This is an optimization exercise on Yosys and OpenROAD, whose aim is small area, a short achievable clock period and few clock cycles per item, not a production implementation. Only simulation tests tie the RTL to the original design; equivalence was not proved. Power is estimated from default activity; no workload was simulated.

## axil_mem_subsys
module axil_mem_subsys (
  input  logic                  clk_i,
  input  logic                  rst_ni,
  input  logic                  req_i,
  output logic                  gnt_o,
  output logic                  rvalid_o,
  input  logic                  we_i,
  input  logic [(32 / 8)-1:0]   be_i,
  input  logic [32-1:0]   addr_i,
  input  logic [32-1:0]   wdata_i,
  output logic [32-1:0]   rdata_o,
  output logic                  err_o
);
  localparam int NW  = 256;
  localparam int DW  = 32;
  localparam int BW  = (32 / 8);
  localparam int NS  = 4;          
  localparam int SW  = DW / NS;       
  logic [NW*DW-1:0] mem_q;
  logic [NW*DW-1:0] mem_d;
  logic             p_q;
  logic             in_range;
  logic             wr;
  logic [DW-1:0]    wcol;      
  logic [NS*2*SW-1:0] part_d;    
  logic [NS*2*SW-1:0] part_q;
  logic [NS-1:0]    inv_q;     
  logic [DW-1:0]    rd;
  logic             rvalid_q;
  logic             err_q;
  assign in_range = addr_i[15:10] == '0;
  assign wr       = req_i & we_i & rst_ni;
  always_comb begin
    for (int i = 0; i < DW; i++) begin
      wcol[i] = wdata_i[i] ^ p_q;
    end
  end
  always_ff @(posedge clk_i) begin
    p_q   <= ~p_q;
    mem_q <= mem_d;
  end
  for (genvar s = 0; s < NS; s++) begin : g_slice
    logic [16-1:0] lo, low, low_n;
    logic [16-1:0] hi, hi_n;
    logic [NW-1:0]  sel_n;     
    logic [NW-1:0]  wsel;      
    logic [NW-1:0]  wsel_n;
    predec u_pre (
      .addr  (addr_i[15:2]),
      .wr    (wr & (|be_i[s*1 +: 1])),
      .lo    (lo),
      .low   (low),
      .low_n (low_n),
      .hi    (hi)
    );
    hi_wr u_hin (.hi (hi), .hiw_n (hi_n));
    for (genvar r = 0; r < NW; r++) begin : g_word
      row_dec u_dec (
        .lo     (lo[r%16]),
        .hi     (hi[r/16]),
        .low    (low[r%16]),
        .low_n  (low_n[r%16]),
        .hi_n   (hi_n[r/16]),
        .sel_n  (sel_n[r]),
  ...
Size: ~27000 cells after synthesis, roughly 8300 flip-flops, roughly 110 I/O pins, about 270000 µm² of cells after synthesis.
Settings: LEC_CHECK=0, CAP_MARGIN=40, CORE_MARGIN=2, CORE_UTILIZATION=60, SETUP_SLACK_MARGIN=4.5, SLEW_MARGIN=50, SYNTH_HIERARCHICAL=1; clock period 8.0 ns.
standard.sh (not shown) runs the stock make flow with config.mk's settings and CLKGATE_MAP_FILE= SYNTH_SCRIPT=/design/flow/synth_recipe.tcl, a recipe that flattens the netlist after the stock synthesis.
==> flow/flow/run.sh <==
#!/bin/bash
# The standard layout (standard.sh) with a few ORFS variables changed:
# - REMOVE_ABC_BUFFERS=1: the floorplan step removes synthesis buffers instead
#   of repairing timing before placement, when the high-fanout nets have no
#   buffers yet and every path looks slow;
# - the port buffers are buf_4 (the buf family can be resized for timing);
# - CTS without dummy loads, with larger sink clusters;
# - more rounds of antenna repair after detailed routing.
# Each tool's output goes to run.log in the work folder; ORFS keeps a log per
# step under orfs/logs.
set -euo pipefail
cd "$(dirname "$0")/.."
bash standard.sh \
  REMOVE_ABC_BUFFERS=1 \
  "BUFFER_PORTS_ARGS=-buffer_cell sky130_fd_sc_hd__buf_4" \
  "CTS_ARGS=-sink_clustering_enable -repair_clock_nets -dont_use_dummy_load -sink_clustering_size 30 -sink_clustering_max_diameter 70" \
  MAX_REPAIR_ANTENNAS_ITER_DRT=12 \
  finish > run.log 2>&1
Testbench counts at the start, summed over its fixed seeds: cycles 4,808, accesses 4,800.
==> next run, changes <==
--- a/flow/design.v
+++ b/flow/design.v
@@ -72,21 +72,14 @@
   input  logic [8-1:0] sel_n1,
   input  logic [8-1:0] q0,
   input  logic [8-1:0] q1,
   output logic [8-1:0] y
 );
   assign y = ~((q0 | sel_n0) & (q1 | sel_n1));
 endmodule
-module vnand2 (
-  input  logic [8-1:0] a,
-  input  logic [8-1:0] b,
-  output logic [8-1:0] y
-);
-  assign y = ~(a & b);
-endmodule
 module vnand4 (
   input  logic [8-1:0] a,
   input  logic [8-1:0] b,
   input  logic [8-1:0] c,
   input  logic [8-1:0] d,
   output logic [8-1:0] y
 );
@@ -116,29 +109,29 @@
   localparam int NW  = 256;
   localparam int DW  = 32;
   localparam int BW  = (32 / 8);
   localparam int NS  = 4;          
   localparam int SW  = DW / NS;       
   logic [NW*DW-1:0] mem_q;
   logic [NW*DW-1:0] mem_d;
-  logic             p_q;
+  logic [DW-1:0]    p_q;       
   logic             in_range;
   logic             wr;
   logic [DW-1:0]    wcol;      
   logic [NS*2*SW-1:0] part_d;    
   logic [NS*2*SW-1:0] part_q;
-  logic [NS-1:0]    inv_q;     
+  logic [DW-1:0]    inv_q;     
   logic [DW-1:0]    rd;
   logic             rvalid_q;
   logic             err_q;
   assign in_range = addr_i[15:10] == '0;
   assign wr       = req_i & we_i & rst_ni;
   always_comb begin
     for (int i = 0; i < DW; i++) begin
-      wcol[i] = wdata_i[i] ^ p_q;
+      wcol[i] = wdata_i[i] ^ p_q[i];
     end
   end
   always_ff @(posedge clk_i) begin
     p_q   <= ~p_q;
     mem_q <= mem_d;
   end
   for (genvar s = 0; s < NS; s++) begin : g_slice
@@ -391,28 +384,23 @@
     vnor2 u_t4_1 (.a (t3[2*SW +: SW]), .b (t3[3*SW +: SW]), .y (t4[1*SW +: SW]));
     vnor2 u_t4_2 (.a (t3[4*SW +: SW]), .b (t3[5*SW +: SW]), .y (t4[2*SW +: SW]));
     vnor2 u_t4_3 (.a (t3[6*SW +: SW]), .b (t3[7*SW +: SW]), .y (t4[3*SW +: SW]));
     vnor2 u_t4_4 (.a (t3[8*SW +: SW]), .b (t3[9*SW +: SW]), .y (t4[4*SW +: SW]));
     vnor2 u_t4_5 (.a (t3[10*SW +: SW]), .b (t3[11*SW +: SW]), .y (t4[5*SW +: SW]));
     vnor2 u_t4_6 (.a (t3[12*SW +: SW]), .b (t3[13*SW +: SW]), .y (t4[6*SW +: SW]));
     vnor2 u_t4_7 (.a (t3[14*SW +: SW]), .b (t3[15*SW +: SW]), .y (t4[7*SW +: SW]));
-    logic [4*SW-1:0] t5;
-    vnand2 u_t5_0 (.a (t4[0*SW +: SW]), .b (t4[1*SW +: SW]), .y (t5[0*SW +: SW]));
-    vnand2 u_t5_1 (.a (t4[2*SW +: SW]), .b (t4[3*SW +: SW]), .y (t5[1*SW +: SW]));
-    vnand2 u_t5_2 (.a (t4[4*SW +: SW]), .b (t4[5*SW +: SW]), .y (t5[2*SW +: SW]));
-    vnand2 u_t5_3 (.a (t4[6*SW +: SW]), .b (t4[7*SW +: SW]), .y (t5[3*SW +: SW]));
-    logic [2*SW-1:0] t6;
-    vnor2 u_t6_0 (.a (t5[0*SW +: SW]), .b (t5[1*SW +: SW]), .y (t6[0*SW +: SW]));
-    vnor2 u_t6_1 (.a (t5[2*SW +: SW]), .b (t5[3*SW +: SW]), .y (t6[1*SW +: SW]));
-    assign part_d[s*2*SW +: 2*SW] = {t6[1*SW +: SW], t6[0*SW +: SW]};
-    assign rd[s*SW +: SW] = ~(part_q[(s*2 + 0)*SW +: SW] & part_q[(s*2 + 1)*SW +: SW]);
+    logic [2*SW-1:0] t5;
+    vnand4 u_t5_0 (.a (t4[0*SW +: SW]), .b (t4[1*SW +: SW]), .c (t4[2*SW +: SW]), .d (t4[3*SW +: SW]), .y (t5[0*SW +: SW]));
+    vnand4 u_t5_1 (.a (t4[4*SW +: SW]), .b (t4[5*SW +: SW]), .c (t4[6*SW +: SW]), .d (t4[7*SW +: SW]), .y (t5[1*SW +: SW]));
+    assign part_d[s*2*SW +: 2*SW] = {t5[1*SW +: SW], t5[0*SW +: SW]};
+    assign rd[s*SW +: SW] = (part_q[(s*2 + 0)*SW +: SW] | part_q[(s*2 + 1)*SW +: SW]);
     always_ff @(posedge clk_i) begin
-      inv_q[s] <= in_range & ~p_q;
+      inv_q[s*SW +: SW] <= {SW{in_range}} & ~p_q[s*SW +: SW];
     end
-    assign rdata_o[s*SW +: SW] = rd[s*SW +: SW] ^ {SW{inv_q[s]}};
+    assign rdata_o[s*SW +: SW] = rd[s*SW +: SW] ^ inv_q[s*SW +: SW];
   end
   always_ff @(posedge clk_i) begin
     part_q <= part_d;
   end
   always_ff @(posedge clk_i) begin
     if (!rst_ni) begin
       rvalid_q <= 1'b0;
- The new run ran to the end with no violations
- wire length fell slightly
- utilization rose by 0.19 points
- global-route usage fell by 0.44 points
- hold slack is about the same
- synthesized area rose slightly
- worst setup slack gets better by 71 ps
- power stays flat
- cell area rose slightly
- synthesized cell count hardly moves
Testbench counts after the change, summed over its fixed seeds: cycles 4,808, accesses 4,800.

## what the ideal ports hide
The flow's constraints put no driver on any port. The routed layouts listed below were extracted and timed again, unchanged, in two steps. Step 1: set_driving_cell puts a clkbuf_16 on clk_i and a buf_2 on each other input, an assumption about the parent block. Step 2 moves the port delays by t, midway between the first and last clock arrival at a register: inputs arrive t later, outputs are due t later. That takes back most of the time a late clock gives input paths. a / b / c = ideal ports / drivers / drivers and shift; a / b = the first two.
| run | shift t [ns] | slack for setup (ns) | hold slack, ns | slew at the worst register clock pin (ns) | worst slew at a driven data input, ns |
|---|---|---|---|---|---|
| the first run | 1.133 | 4.151 / 4.034 / 3.055 | 0.444 / 0.444 / 0.444 | 0.12 / 0.12 | 0.29 |
| the second run | 1.159 | 4.223 / 4.262 / 3.103 | 0.443 / 0.443 / 0.443 | 0.12 / 0.12 | 0.18 |
After both steps every run listed still meets setup and hold. The setup slack of the second run, which loses most, moves by +0.039 ns with the drivers and by -1.120 ns with both steps.
